This is an optimization exercise on Yosys and OpenROAD, whose aim is small area, a short achievable clock period and few clock cycles, not a production implementation. The RTL was checked by simulation tests, not by an equivalence proof against the original design.

`design/flow/design.v`:
```
package rau_pkg;
	typedef enum logic [2:0] {
		OP_ADD  = 3'd0,
		OP_SUB  = 3'd1,
		OP_MUL  = 3'd2,
		OP_DIV  = 3'd3,
		OP_NEG  = 3'd4,
		OP_INV  = 3'd5,
		OP_NORM = 3'd6,
		OP_EQ   = 3'd7
	} op_t;
	typedef enum logic [1:0] {
		ST_OK   = 2'd0,
		ST_OVF  = 2'd1,
		ST_ZERO = 2'd2
	} status_t;
endpackage
import rau_pkg::*;
module rational_arithmetic_unit
#(
	parameter int OPERAND_WIDTH = 32
) (
	input  logic                            clk,
	input  logic                            arst_n,
	input  logic                            in_valid,
	output logic                            in_stall,
	input  logic [2:0]                      operation,
	input  logic signed [OPERAND_WIDTH-1:0] a_num,
	input  logic signed [OPERAND_WIDTH-1:0] a_den,
	input  logic signed [OPERAND_WIDTH-1:0] b_num,
	input  logic signed [OPERAND_WIDTH-1:0] b_den,
	output logic                            out_valid,
	input  logic                            out_stall,
	output logic signed [OPERAND_WIDTH-1:0] res_num,
	output logic signed [OPERAND_WIDTH-1:0] res_den,
	output logic                            is_equal,
	output logic [1:0]                      status
);
	localparam logic [2:0] S_IDLE = 3'd0, S_DEC = 3'd1, S_MUL1 = 3'd2, S_COMB = 3'd3,
	                       S_MUL2 = 3'd4, S_GCD = 3'd5, S_FIN = 3'd6;
	logic [2:0]  state_q;
	logic        ov_q;                   
	logic [2:0]  op_q;
	logic [31:0] r0_q, r1_q, r2_q, r3_q;  
	logic        s_an_q, s_ad_q, s_bn_q, s_bd_q;
	logic        same_q;                 
	logic        rs_q;                   
	logic        ovf_q;                  
	logic        nz_q;                   
	logic [4:0]  cnt_q, t2_q;
	logic [63:0] u_q, v_q;
	logic        eq_q;
	logic [1:0]  st_q;
	function automatic logic [5:0] bitlen32(input logic [31:0] x);
		integer i;
		bitlen32 = 6'd0;
		for (i = 0; i < 32; i = i + 1)
			if (x[i]) bitlen32 = i + 1;
	endfunction
	function automatic logic [2:0] ctz7(input logic [6:0] x);
		integer i;
		ctz7 = 3'd7;
		for (i = 6; i >= 0; i = i - 1)
			if (x[i]) ctz7 = i;
	endfunction
	function automatic logic [2:0] booth(input logic [31:0] m, input logic [4:0] i);
		logic [34:0] e;
		logic [2:0]  b;
		e = {2'b00, m, 1'b0};
		b = e[{i, 1'b0} +: 3];
		case (b)
			3'b001, 3'b010: booth = 3'b001;
			3'b011:         booth = 3'b010;
			3'b100:         booth = 3'b110;
			3'b101, 3'b110: booth = 3'b101;
			default:        booth = 3'b000;
		endcase
	endfunction
	function automatic logic [63:0] bpp(input logic [31:0] mc, input logic [2:0] d);
		logic [63:0] p;
		p = d[1] ? {31'd0, mc, 1'b0} : d[0] ? {32'd0, mc} : 64'd0;
		bpp = d[2] ? ~p : p;
	endfunction
	logic [31:0] ng0, ng1, ng2, ng3, mg0, mg1, mg2, mg3;
	logic        z0, z1, z2, z3;
	logic        is_add, is_mul, is_div, is_norm, is_neg, is_inv, is_eq;
	logic        dec_zero, dec_triv;
	logic [31:0] triv_num, triv_den;
	logic        triv_eq;
	logic [1:0]  triv_st;
	logic [4:0]  t1, t2;
	logic [5:0]  bl1, bl2;
	always_comb begin
		ng0 = -r0_q; ng1 = -r1_q; ng2 = -r2_q; ng3 = -r3_q;
		mg0 = r0_q[31] ? ng0 : r0_q;
		mg1 = r1_q[31] ? ng1 : r1_q;
		mg2 = r2_q[31] ? ng2 : r2_q;
		mg3 = r3_q[31] ? ng3 : r3_q;
		z0 = (r0_q == 32'd0); z1 = (r1_q == 32'd0);
		z2 = (r2_q == 32'd0); z3 = (r3_q == 32'd0);
		is_add  = (op_q == OP_ADD) || (op_q == OP_SUB);
		is_mul  = (op_q == OP_MUL);
		is_div  = (op_q == OP_DIV);
		is_neg  = (op_q == OP_NEG);
		is_inv  = (op_q == OP_INV);
		is_norm = (op_q == OP_NORM);
		is_eq   = (op_q == OP_EQ);
		dec_zero = z1 || ((is_add || is_mul || is_div) && z3) || (is_div && z2) ||
			(is_inv && z0);
		if (is_eq) dec_zero = 1'b0;
		dec_triv = dec_zero || is_neg || is_inv || is_eq;
		triv_num = 32'd0;
		triv_den = 32'd0;
		triv_eq  = 1'b0;
		triv_st  = ST_OK;
		if (is_eq) begin
			triv_eq = (r0_q == r2_q) && (r1_q == r3_q);
		end else if (dec_zero) begin
			triv_st = ST_ZERO;
		end else if (is_neg) begin
			if (r0_q == 32'h8000_0000) triv_st = ST_OVF;
			else begin
				triv_num = ng0;
				triv_den = r1_q;
			end
		end else begin
			triv_num = r1_q;
			triv_den = r0_q;
		end
		bl1 = bitlen32(mg2 | mg3);
		bl2 = bitlen32(mg3);
		t1 = bl1[5:1];
		t2 = bl2[5:1];
	end
	logic [2:0]  dig_u, dig_v;
	logic [63:0] pp_u, pp_v;
	logic [64:0] su, sv;          
	logic        mult_u, mult_v;
	logic        comb_add;
	always_comb begin
		dig_u = booth(is_mul ? r2_q : r3_q, cnt_q);
		dig_v = booth((state_q == S_MUL1 && !is_mul) ? r2_q : r3_q, cnt_q);
		pp_u = bpp(r0_q, dig_u);
		pp_v = bpp(r1_q, dig_v);
		mult_u = (state_q == S_MUL1);
		mult_v = (state_q == S_MUL1) || (state_q == S_MUL2);
		comb_add = (state_q == S_COMB) && (same_q ? (s_an_q == (s_bn_q ^ (op_q == OP_SUB))) :
			((s_an_q ^ s_bd_q) == (s_bn_q ^ s_ad_q ^ (op_q == OP_SUB))));
		if (mult_u)
			su = {1'b0, u_q[61:0], 2'b00} + {1'b0, pp_u} + {64'd0, dig_u[2]};
		else if (comb_add)
			su = {1'b0, u_q} + {1'b0, v_q};
		else
			su = {1'b0, u_q} - {1'b0, v_q};
		if (mult_v)
			sv = {1'b0, v_q[61:0], 2'b00} + {1'b0, pp_v} + {64'd0, dig_v[2]};
		else
			sv = {1'b0, v_q} - {1'b0, u_q};
	end
	logic        u_odd, v_odd, uv_eq, u_zero, borrow;
	logic        both_even, u_ev, v_ev, g_sub, repl_u, repl_v;
	logic [2:0]  sh, sh_u, sh_v;
	logic [63:0] nu, nv;
	logic [31:0] x1, x2;
	logic [39:0] sh1, sh2;
	logic [32:0] sum1, sum2;
	logic        g_ovf;
	always_comb begin
		u_odd  = u_q[0];
		v_odd  = v_q[0];
		uv_eq  = (u_q == v_q);
		u_zero = (u_q == 64'd0);
		borrow = su[64];
		both_even = !u_odd && !v_odd;
		u_ev   = !u_odd && v_odd;
		v_ev   = u_odd && !v_odd;
		g_sub  = u_odd && v_odd && !uv_eq;
		repl_u = u_ev || (g_sub && !borrow);
		repl_v = v_ev || (g_sub && borrow);
		sh     = u_ev ? ctz7(u_q[6:0]) : v_ev ? ctz7(v_q[6:0]) : ctz7(su[6:0]);
		sh_u   = both_even ? 3'd1 : sh;
		sh_v   = both_even ? 3'd1 : sh;
		nu     = (g_sub ? su[63:0] : u_q) >> sh_u;
		nv     = (g_sub ? sv[63:0] : v_q) >> sh_v;
		x1     = repl_u ? r0_q : r1_q;
		x2     = repl_u ? r2_q : r3_q;
		sh1    = {8'd0, x1} << sh;
		sh2    = {8'd0, x2} << sh;
		sum1   = {1'b0, r0_q} + {1'b0, r1_q};
		sum2   = {1'b0, r2_q} + {1'b0, r3_q};
		g_ovf  = ((u_ev || v_ev || g_sub) && (sh1[39:32] != 8'd0 || sh2[39:32] != 8'd0)) ||
			(g_sub && (sum1[32] || sum2[32]));
	end
	logic        fin_ovf;
	logic [31:0] fin_num, fin_den;
	logic [1:0]  fin_st;
	always_comb begin
		fin_ovf = ovf_q || sum1[32] || sum2[32] || sum2[31] ||
			(rs_q ? (sum1[31] && sum1[30:0] != 31'd0) : sum1[31]);
		fin_num = 32'd0;
		fin_den = 32'd0;
		fin_st  = ST_OK;
		if (nz_q) begin
			fin_den = 32'd1;
		end else if (fin_ovf) begin
			fin_st = ST_OVF;
		end else begin
			fin_num = rs_q ? -sum1[31:0] : sum1[31:0];
			fin_den = sum2[31:0];
		end
	end
	logic take, eng_ok, gcd_done;
	assign in_stall = !((state_q == S_IDLE) || (state_q == S_FIN && !ov_q) ||
		(state_q == S_DEC && dec_triv && !ov_q));
	assign take   = in_valid && !in_stall;
	assign eng_ok = !(ov_q && out_stall);
	assign gcd_done = u_zero || (u_odd && v_odd && uv_eq) || g_ovf;
	logic [2:0] state_d;
	always_comb begin
		state_d = state_q;
		case (state_q)
			S_IDLE: if (in_valid) state_d = S_DEC;
			S_DEC: if (eng_ok) begin
				if (dec_triv)     state_d = take ? S_DEC : S_IDLE;
				else if (is_norm) state_d = S_GCD;
				else if (is_add && r1_q == r3_q) state_d = S_COMB;
				else              state_d = S_MUL1;
			end
			S_MUL1: if (cnt_q == 5'd0) state_d = is_add ? S_COMB : S_GCD;
			S_COMB: state_d = same_q ? S_GCD : S_MUL2;
			S_MUL2: if (cnt_q == 5'd0) state_d = S_GCD;
			S_GCD:  if (gcd_done) state_d = S_FIN;
			S_FIN:  state_d = take ? S_DEC : S_IDLE;
			default: state_d = S_IDLE;
		endcase
	end
	always_ff @(posedge clk or negedge arst_n) begin
		if (!arst_n) begin
			state_q <= S_IDLE;
			ov_q    <= 1'b0;
		end else begin
			state_q <= state_d;
			if ((state_q == S_DEC && eng_ok && dec_triv) || state_q == S_FIN)
				ov_q <= 1'b1;
			else if (!out_stall)
				ov_q <= 1'b0;
		end
	end
	logic init_cof;
	assign init_cof = (state_q == S_DEC && eng_ok && !dec_triv && is_norm) ||
		(state_q == S_MUL1 && cnt_q == 5'd0 && !is_add) ||
		(state_q == S_COMB && same_q) ||
		(state_q == S_MUL2 && cnt_q == 5'd0);
	always_ff @(posedge clk) begin
		logic sn, sd;
		if (take) begin
			op_q <= operation;
			r0_q <= a_num;
			r1_q <= a_den;
			r2_q <= b_num;
			r3_q <= b_den;
		end else if (init_cof) begin
			r0_q <= 32'd1;
			r1_q <= 32'd0;
			r2_q <= 32'd0;
			r3_q <= 32'd1;
		end else if (state_q == S_DEC && eng_ok && !dec_triv) begin
			r0_q <= mg0;
			r1_q <= mg1;
			r2_q <= mg2;
			r3_q <= mg3;
		end else if (state_q == S_GCD && !gcd_done) begin
			if (!both_even) begin
				if (repl_u) begin
					r0_q <= sh1[31:0];
					r2_q <= sh2[31:0];
					if (g_sub) begin
						r1_q <= sum1[31:0];
						r3_q <= sum2[31:0];
					end
				end else begin
					r1_q <= sh1[31:0];
					r3_q <= sh2[31:0];
					if (g_sub) begin
						r0_q <= sum1[31:0];
						r2_q <= sum2[31:0];
					end
				end
			end
		end
		case (state_q)
			S_DEC: if (eng_ok) begin
				s_an_q <= r0_q[31];
				s_ad_q <= r1_q[31];
				s_bn_q <= r2_q[31];
				s_bd_q <= r3_q[31];
				same_q <= (r1_q == r3_q);
				cnt_q  <= t1;
				t2_q   <= t2;
				rs_q   <= is_norm ? (r0_q[31] ^ r1_q[31]) :
					(r0_q[31] ^ r1_q[31] ^ r2_q[31] ^ r3_q[31]);
				ovf_q  <= 1'b0;
				nz_q   <= 1'b0;
				if (dec_triv) begin
					u_q[31:0] <= triv_num;
					v_q[31:0] <= triv_den;
					eq_q <= triv_eq;
					st_q <= triv_st;
				end else if (is_norm) begin
					u_q <= {32'd0, mg0};
					v_q <= {32'd0, mg1};
				end else if (is_add && r1_q == r3_q) begin
					u_q <= {32'd0, mg0};
					v_q <= {32'd0, mg2};
				end else begin
					u_q <= 64'd0;
					v_q <= 64'd0;
				end
			end
			S_MUL1: begin
				u_q <= su[63:0];
				v_q <= sv[63:0];
				cnt_q <= (cnt_q == 5'd0) ? t2_q : cnt_q - 5'd1;
			end
			S_COMB: begin
				if (comb_add) begin
					u_q <= su[63:0];
					sn = same_q ? s_an_q : (s_an_q ^ s_bd_q);
				end else if (!borrow) begin
					u_q <= su[63:0];
					sn = same_q ? s_an_q : (s_an_q ^ s_bd_q);
				end else begin
					u_q <= sv[63:0];
					sn = same_q ? (s_bn_q ^ (op_q == OP_SUB)) :
						(s_bn_q ^ s_ad_q ^ (op_q == OP_SUB));
				end
				sd = same_q ? s_ad_q : (s_ad_q ^ s_bd_q);
				rs_q <= sn ^ sd;
				v_q  <= same_q ? {32'd0, r1_q} : 64'd0;
			end
			S_MUL2: begin
				v_q <= sv[63:0];
				cnt_q <= cnt_q - 5'd1;
			end
			S_GCD: begin
				if (u_zero) nz_q <= 1'b1;
				else if (g_ovf) ovf_q <= 1'b1;
				else if (!gcd_done) begin
					if (both_even || repl_u) u_q <= nu;
					if (both_even || repl_v) v_q <= nv;
				end
			end
			S_FIN: begin
				u_q[31:0] <= fin_num;
				v_q[31:0] <= fin_den;
				eq_q <= 1'b0;
				st_q <= fin_st;
			end
			default: ;
		endcase
	end
	assign out_valid = ov_q;
	assign res_num   = u_q[31:0];
	assign res_den   = v_q[31:0];
	assign is_equal  = eq_q;
	assign status    = st_q;
endmodule
```
`design/flow/run.sh`:
```
#!/bin/bash
# synth_recipe.tcl (not shown) runs the flow's synth.tcl, then flattens the netlist and writes it again
# the make line also repeats each setting of config.mk as NAME=value (left out here)
make -C /OpenROAD-flow-scripts/flow DESIGN_CONFIG=/design/flow/config.mk WORK_HOME=/design/flow/orfs CLKGATE_MAP_FILE= SYNTH_SCRIPT=/design/flow/synth_recipe.tcl finish
```
`design/flow/config.mk`:
```
export PLATFORM = sky130hd
export DESIGN_NAME = rational_arithmetic_unit
export DESIGN_NICKNAME = rational_arithmetic_unit
export VERILOG_FILES = /design/flow/design.v
export SDC_FILE = /design/flow/constraint.sdc
export NUM_CORES = 4
export LEC_CHECK = 0
export CAP_MARGIN = 20
export CORE_MARGIN = 2
export CORE_UTILIZATION = 25
export PLACE_DENSITY = 0.45
export SLEW_MARGIN = 20
```
`design/flow/constraint.sdc`:
```
create_clock -name core_clock -period 15.0 [get_ports {clk}]
set_input_delay 3.0000 -clock core_clock [delete_from_list [all_inputs] [get_ports {clk}]]
set_output_delay 3.0000 -clock core_clock [all_outputs]
set_load 0.01 [all_outputs]
```
==> results.yml <==
routing:
  vias: 70200
  viasPerCell: 6.18
  wl_um: 375000
  post_drt_wl_per_cell_um: 33.1
  drtIter0Drc: 8902
  drc: 0
  postRouteAntennaNets: 0
  first_pass_iters: 8
yosys:
  synth_top_cell_area_share_pct: 14.0
  synthTopCellsByArea: "edfxtp_1 (14%), ha_1 (8.3%), mux2i_1 (6.8%)"
  syn-num-nets: 8923
  synth_edf_count: 280
  synth-seq-cells: 284
  netlist_instances: 8386
  ys_warn_count: 1
  synth_top_area_cell: "edfxtp_1"
  synth_cell_types: 108
  syn_area_um2: 59900
  seq_area_frac_synth_pct: 14.2
  synth_top_flop_cell: "edfxtp_1"
  async_flop_share_pct: 1.41
  avgSynthCellArea_um2: 7.14
setup_path:
  crit_type: "flop to flop"
  crit_path_start_kind: "flop"
  crit_top_cell: "buf_4"
  slowest_delay_ns: 0.76
  crit_fanout: 55
  slowest_stage: "buf_4"
  end_kind: "flop"
  cp_data_arrival_time_ns: 12.61
  reg2reg_slack_ns: 2.67
  cp.required_ns: 15.28
timing:
  relSlewSlack_pct: 12.1
  fin_crit_ns: 12.33
  setup-tns-final_ns: 0
  layout_setup_ws_ns: 2.67
  hold_violations: 0
  rsz0062_at_grt: "false"
  fmax_mhz: 81.1
  worstMarginPinSlew_ns: 1.31
  timing.final.crit_share_pct: 82.2
  drv_slew: 0
  clock_skew_ns: 0.0305
  setup_viol: 0
finish:
  final_layout_size_suffix_gt1_share_pct: 6.88
  nets: 8683
  seq_area_um2: 8510
  area_delta_synth_final_pct: 10.8
  n_fill_cell: 26200
  multi_input_area_um2: 47400
clock_tree:
  numClockSinks: 284
  clockBufferDepth: 3
  clk_latency_ns: 0.67
  cts_buffers: 41
  cts_max_level: 2
  hold_buffers: 0
  tritoncts: "yes"
  post_cts_buffers: 0
  clk_pin_slew_ns: 0.06
  cts-resized-gates: 0
  root_buffer: "clkbuf_16"
floorplanning:
  chipHeight_um: 493
  core-area_um2: 238000
  start_util_pct: 25.1
  die-area_um2: 243000
  ios: 204
  die_w_um: 493
  rows: 179
min_path:
  min-delay-path-class: "flop to flop"
grt:
  antenna_found_initial: 26
  grt_use_total_pct: 29.4
  grt_pass1_vias: 66200
  grt_overflow: 0
  grt_pass1_wl_um: 518000
  grt_max_degree: 123
flow_run:
  timing.max_cap.violations: 0
run_status:
  status: "timing/DRC/antenna clean"
placed_design:
  port_buffers: 203
  place_congestion: 1.04
  hpwl_um: 298000
  place_ws_ns: 3.18
## synth_stat cells, types with 37 or more instances
library cell / instances
a21o_1: 165
o22ai_1: 59
ha_1: 397
or2_2: 38
and3_1: 56
or3_1: 77
o31ai_1: 96
nand3_1: 222
edfxtp_1: 280
buf_2: 88
o21ai_0: 653
inv_1: 298
a221oi_1: 67
buf_1: 99
mux2_2: 93
a21boi_0: 43
nor4_1: 73
o211ai_1: 126
a31oi_1: 86
a211oi_1: 122
xor2_1: 251
o221ai_1: 51
o21bai_1: 122
mux2i_1: 405
nor2_1: 691
clkbuf_1: 458
a221o_1: 57
nor3_1: 205
nor2b_1: 46
a21oi_1: 795
or4_1: 44
o21a_1: 59
buf_4: 80
and2_1: 50
nand2_1: 925
nand2b_1: 74
xnor2_1: 312
a22o_1: 37
nand4_1: 103
## cell type report
cell class,count,share of cell area (%)
Multi-Input combinational cell,7064,71.5
Sequential cell,284,12.8
Tap cell,3167,5.97
Timing Repair Buffer,448,5.96
Inverter,307,1.74
Clock buffer,53,1.66
Clock inverter,18,0.321
Antenna cell,13,0.0491
## critical path, delay by kind of cell (launching register included)
| kind | cells | cell delay [ns] |
|---|---|---|
| xor gates and xnor gates | 1 | 0.16 |
| adders and majority gates | 2 | 0.61 |
| buffers and inverters | 5 | 2.40 |
| DFF | 1 | 0.32 |
| AOI/OAI and AO/OA | 9 | 3.50 |
| and+or+nand+nor | 8 | 2.22 |
| muxes | 6 | 2.55 |
## flip-flops by register name, summed over array words and instances, names as in the netlist, 3 cells and up
register	flops
r1_q	32
v_q	64
u_q	64
t2_q	5
cnt_q	5
state_q	3
op_q	3
r2_q	32
r3_q	32
r0_q	32
## per-stage QoR
step	instances	hold WS, ns	util [%]	cell area, um^2
after global placement	11300	0.603	27.2	64900
after floorplan	8386	0.452	-	59900
after CTS	11300	0.607	27.8	66200
final	11400	0.599	27.9	66300
after global routing	11300	0.649	27.8	66300
after detailed placement	11300	0.592	27.3	64900
## cells in the final DEF, fill, tap and decap left out, types with 59 or more instances in the layout
cell	n
a21oi_1	790
a21o_1	165
edfxtp_1	280
a31oi_1	86
a221oi_1	67
nor4_1	71
inv_1	298
buf_4	239
nand2_1	917
or3_1	76
mux2_2	93
xnor2_1	311
o21ai_0	650
a211oi_1	121
nand3_1	222
nand4_1	103
nand2b_1	74
xor2_1	251
o22ai_1	59
o21bai_1	122
clkdlybuf4s50_1	203
o21a_1	59
mux2i_1	404
ha_1	397
nor3_1	204
nor2_1	680
o31ai_1	96
o211ai_1	126
## final timing paths
| path | from | end | cells past startpoint |
|---|---|---|---|
| max in group asynchronous | arst_n | state_q[0] | 1 |
| min in group asynchronous | arst_n | ov_q | 1 |
| min | t2_q[1] | cnt_q[1] | 2 |
| min reg2reg | t2_q[1] | cnt_q[1] | 2 |
| max reg2reg | op_q[0] | r2_q[24] | 31 |
| max | op_q[0] | r2_q[24] | 31 |
## kinds of logic after synthesis
group                    Yosys count  share of synthesized area, %
AO/OA/AOI/OAI                   2881                          31.2
AND/OR/NAND/NOR                 2686                          20.8
buffers and inverters           1038                          7.26
XOR/XNOR                         565                          8.31
multiplexers                     530                          9.72
adder cells (fa/ha/maj)          402                          8.46
flip-flops                       284                          14.2
## layer usage
metal / GRT usage, % / up-vias / part of all wire [%]
met4: 22.7 / 34 / 9.3
met3: 6.34 / 1193 / 8.9
met5: 0 / - / 0.061
met1: 35.7 / 34200 / 39
li1: - / 30600 / -
met2: 45.1 / 4229 / 43
Testbench counts, summed over its fixed seeds: cycles 35,699.

static timing again, ports no longer ideal:
How much do the figures lean on ideal ports? The routed layout below was timed once more, with nothing changed but the port constraints.
Step 1 (the two cells are an assumption about what drives the block):
set clk [get_ports {clk}]
set_driving_cell -lib_cell sky130_fd_sc_hd__clkbuf_16 $clk
set_driving_cell -lib_cell sky130_fd_sc_hd__buf_2 [delete_from_list [all_inputs] $clk]
Step 2 also shifts input and output timing later by t, the mid clock arrival at the registers, as if the neighbouring blocks saw the same clock.
a / b / c = ideal / step 1 / step 2; a / b = the first two.
t (ns): 0.735
slack for setup (ns): 2.671 / 2.671 / 2.671
latest minus earliest clock arrival (ns): 0.030 / 0.030
After both steps this run still meets setup and hold. The setup slack of this run moves by 0.000 ns with the drivers and by 0.000 ns with both steps.
